Background: an optimization exercise with open tools, aiming at small area and few clock cycles. Do not read the settings as production practice. In this exercise RTL edits were held to simulation tests only and were not proved equivalent to the original. Power figures rest on the tool's default switching activity, not on a simulated workload.

==> flow/design.v (excerpt) <==
module bracket_quote_value_checker_core (
   input  logic        clock,
   input  logic        reset,
   input  logic        req_valid,
   output logic        req_ready,
   input  logic [7:0]  req_text_byte,
   input  logic        req_end_of_text,
   output logic        rsp_valid,
   input  logic        rsp_ready,
   output logic        rsp_has_byte,
   output logic [7:0]  rsp_value_byte,
   output logic        rsp_terminated,
   output logic [3:0]  rsp_error_code,
   output logic [15:0] rsp_error_pos,
   output logic [15:0] rsp_error_len,
   output logic        rsp_last_result,
   input  logic        csr_valid,
   output logic        csr_ready,
   input  logic        csr_at_mode
);
For scale: ~65 I/O pins, roughly 15000 um2 of cells after synthesis.
export LEC_CHECK = 0
export CAP_MARGIN = 20
export CORE_MARGIN = 2
export CORE_UTILIZATION = 65
export CTS_CLUSTER_DIAMETER = 100
export CTS_CLUSTER_SIZE = 30
export PLACE_DENSITY = 0.85
export SLEW_MARGIN = 20
create_clock -name core_clock -period 6.0 [get_ports {clock}]
standard.sh (not shown) runs the stock make flow with config.mk's settings and CLKGATE_MAP_FILE= SYNTH_SCRIPT=/design/flow/synth_recipe.tcl, a recipe that flattens the netlist after the stock synthesis.
==> flow/flow/run.sh <==
#!/bin/bash
# The standard layout, with two changes: the port buffers are the smallest plain buffer
# (buffer_ports otherwise picks a delay cell), and clock tree synthesis adds no dummy loads.
# The make output goes to standard.log; each ORFS step keeps its own log under orfs/logs/.
set -euo pipefail
bash standard.sh \
  BUFFER_PORTS_ARGS="-buffer_cell sky130_fd_sc_hd__buf_1" \
  CTS_ARGS="-sink_clustering_enable -repair_clock_nets -sink_clustering_size 30 -sink_clustering_max_diameter 100 -dont_use_dummy_load" \
  finish > standard.log 2>&1
Testbench counts at the start, summed over its fixed seeds: cycles 43,956.
Then changed:
--- a/flow/flow/run.sh
+++ b/flow/flow/run.sh
@@ -2,2 +2,6 @@
-# The standard layout, with two changes: the port buffers are the smallest plain buffer
-# (buffer_ports otherwise picks a delay cell), and clock tree synthesis adds no dummy loads.
+# The standard layout, with three changes:
+#  - synthesis maps the logic with an area-oriented ABC script (flow/abc_map.script) in
+#    place of ORFS's abc_speed.script; everything else in synthesis, and every register,
+#    is as in the standard synthesis (the scripts folder is an unchanged copy otherwise);
+#  - the port buffers are the smallest plain buffer (buffer_ports otherwise picks a delay cell);
+#  - clock tree synthesis adds no dummy loads.
@@ -5,0 +10,3 @@
+rm -rf scripts_abc
+cp -r "$FLOW_HOME/scripts" scripts_abc
+cp flow/abc_map.script scripts_abc/abc_speed.script
@@ -6,0 +14 @@
+  SCRIPTS_DIR="$PWD/scripts_abc" \
==> flow/flow/abc_map.script (new file) <==
&get -n
&st
&dch
&nf -a
&st
&syn2
&synch2
&nf -a
&st
&dch
&nf -a
&put
topo
stime -c
Settings changed: CORE_UTILIZATION 65 to 70, PLACE_DENSITY 0.85 to 0.9.
=>
- The changed run passed the timing, design-rule and antenna checks
- total power goes up by about 5%
- final cell count goes down by about 4%
- area after synthesis goes down by about 9%
- worst setup slack degrades by 0.46 ns
- die area goes down by about 15%
- global-route usage goes up by 2.0 points
- critical path depth goes up by 9

* * *

bracket_quote_value_checker_core, a different RTL version from the one above (not shown whole).
Size in the first run: roughly 1,500 cells after synthesis, roughly 340 flip-flops, ~65 I/O pins, roughly 16,000 µm² of cells after synthesis.
clock: 6.0 ns
lec_check: 0
abc_area: 1
cap_margin: 20
core_margin: 2
core_utilization: 55
cts_cluster_diameter: 100
cts_cluster_size: 30
place_density: 0.75
slew_margin: 20
==> flow/flow/run.sh <==
#!/bin/bash
# The standard layout, with two changes: the port buffers are the smallest plain buffer
# (buffer_ports otherwise picks a delay cell), and clock tree synthesis adds no dummy loads.
# The make output goes to standard.log; each ORFS step keeps its own log under orfs/logs/.
set -euo pipefail
bash standard.sh \
  BUFFER_PORTS_ARGS="-buffer_cell sky130_fd_sc_hd__buf_1" \
  CTS_ARGS="-sink_clustering_enable -repair_clock_nets -sink_clustering_size 30 -sink_clustering_max_diameter 100 -dont_use_dummy_load" \
  finish > standard.log 2>&1
Testbench counts at the start, summed over its fixed seeds: cycles 43,956.
Then changed:
- ABC_AREA: 1 -> not set
Effect: The new run produced a clean layout; total power fell by 13%; area after synthesis falls by 4.3%; critical path depth fell by 1; design area went down by 3.5%; final cell count falls by 22%.
Then changed:
- CORE_UTILIZATION: 55 -> 40
- GPL_TIMING_DRIVEN: not set -> 0
- PLACE_DENSITY: 0.75 -> 0.6
=> Worst hold slack hardly moves; final area went up by 5.5%; setup slack loses 100 ps; utilization went down by 14 points; power went up by 0.93%; maximum frequency went down by 1.7%; area after synthesis stays the same; via count went up by 1.1%; sequential share of layout area went down by 3.2 points.
Then changed:
- ABC_CLOCK_PERIOD_IN_PS: not set -> 12000
- CORE_UTILIZATION: 40 -> 55
- GPL_TIMING_DRIVEN: 0 -> not set
- PLACE_DENSITY: 0.6 -> 0.75
Setup slack improves by 100 ps.
Fmax is higher by 1.7%.
Design area came out lower by 5.2%.
Routed wire length came out lower by 10%.
Clock power is about the same.
Utilization climbs by 14 points.
Sequential share of layout area grows by 3.2 points.
Sequential cell count does not change.
Clock skew goes down by 23 ps.
Then changed:
- ABC_CLOCK_PERIOD_IN_PS: 12000 -> not set
- CORE_UTILIZATION: 55 -> 40
- GPL_ROUTABILITY_DRIVEN: not set -> 0
- GPL_TIMING_DRIVEN: not set -> 0
- PLACE_DENSITY: 0.75 -> 0.6
Via count climbs by 1.1%. Hold slack hardly moves. Synthesized cell count is unchanged. Core utilization drops by 14 points. Cell count climbs by 12%. Final area climbs by 5.5%.

## re-timing with driven ports
In the flow no input, the clock included, has a driving cell. The finished layouts below were timed again as built, in two steps.
Step 1, drivers: a clkbuf_16 drives clock and a buf_2 each remaining input, both assumed.
Step 2, shift: input delay + t, output delay - t, t = (earliest + latest rising clock arrival at the registers) / 2. This alone moves slack from input paths to output paths.
Slacks: ideal ports / drivers / drivers and shift; pairs: ideal ports / drivers.
| run | t (ns) | slack for setup (ns) | latest minus earliest clock arrival (ns) |
|---|---|---|---|
| the first run of note 1 | 0.534 | 0.648 / 0.599 / 1.133 | 0.021 / 0.021 |
| the second run of note 1 | 0.537 | 0.183 / 0.138 / 0.675 | 0.034 / 0.034 |
| the first run of note 2 | 0.549 | 0.237 / 0.186 / 0.735 | 0.058 / 0.059 |
| the second run of note 2 | 0.539 | 0.229 / 0.182 / 0.721 | 0.049 / 0.050 |
| the third run of note 2 | 0.545 | 0.128 / 0.078 / 0.624 | 0.065 / 0.065 |
| the fourth run of note 2 | 0.539 | 0.229 / 0.182 / 0.721 | 0.049 / 0.050 |
| the fifth run of note 2 | 0.545 | 0.128 / 0.078 / 0.624 | 0.065 / 0.065 |
After both steps every run listed still meets setup and hold.
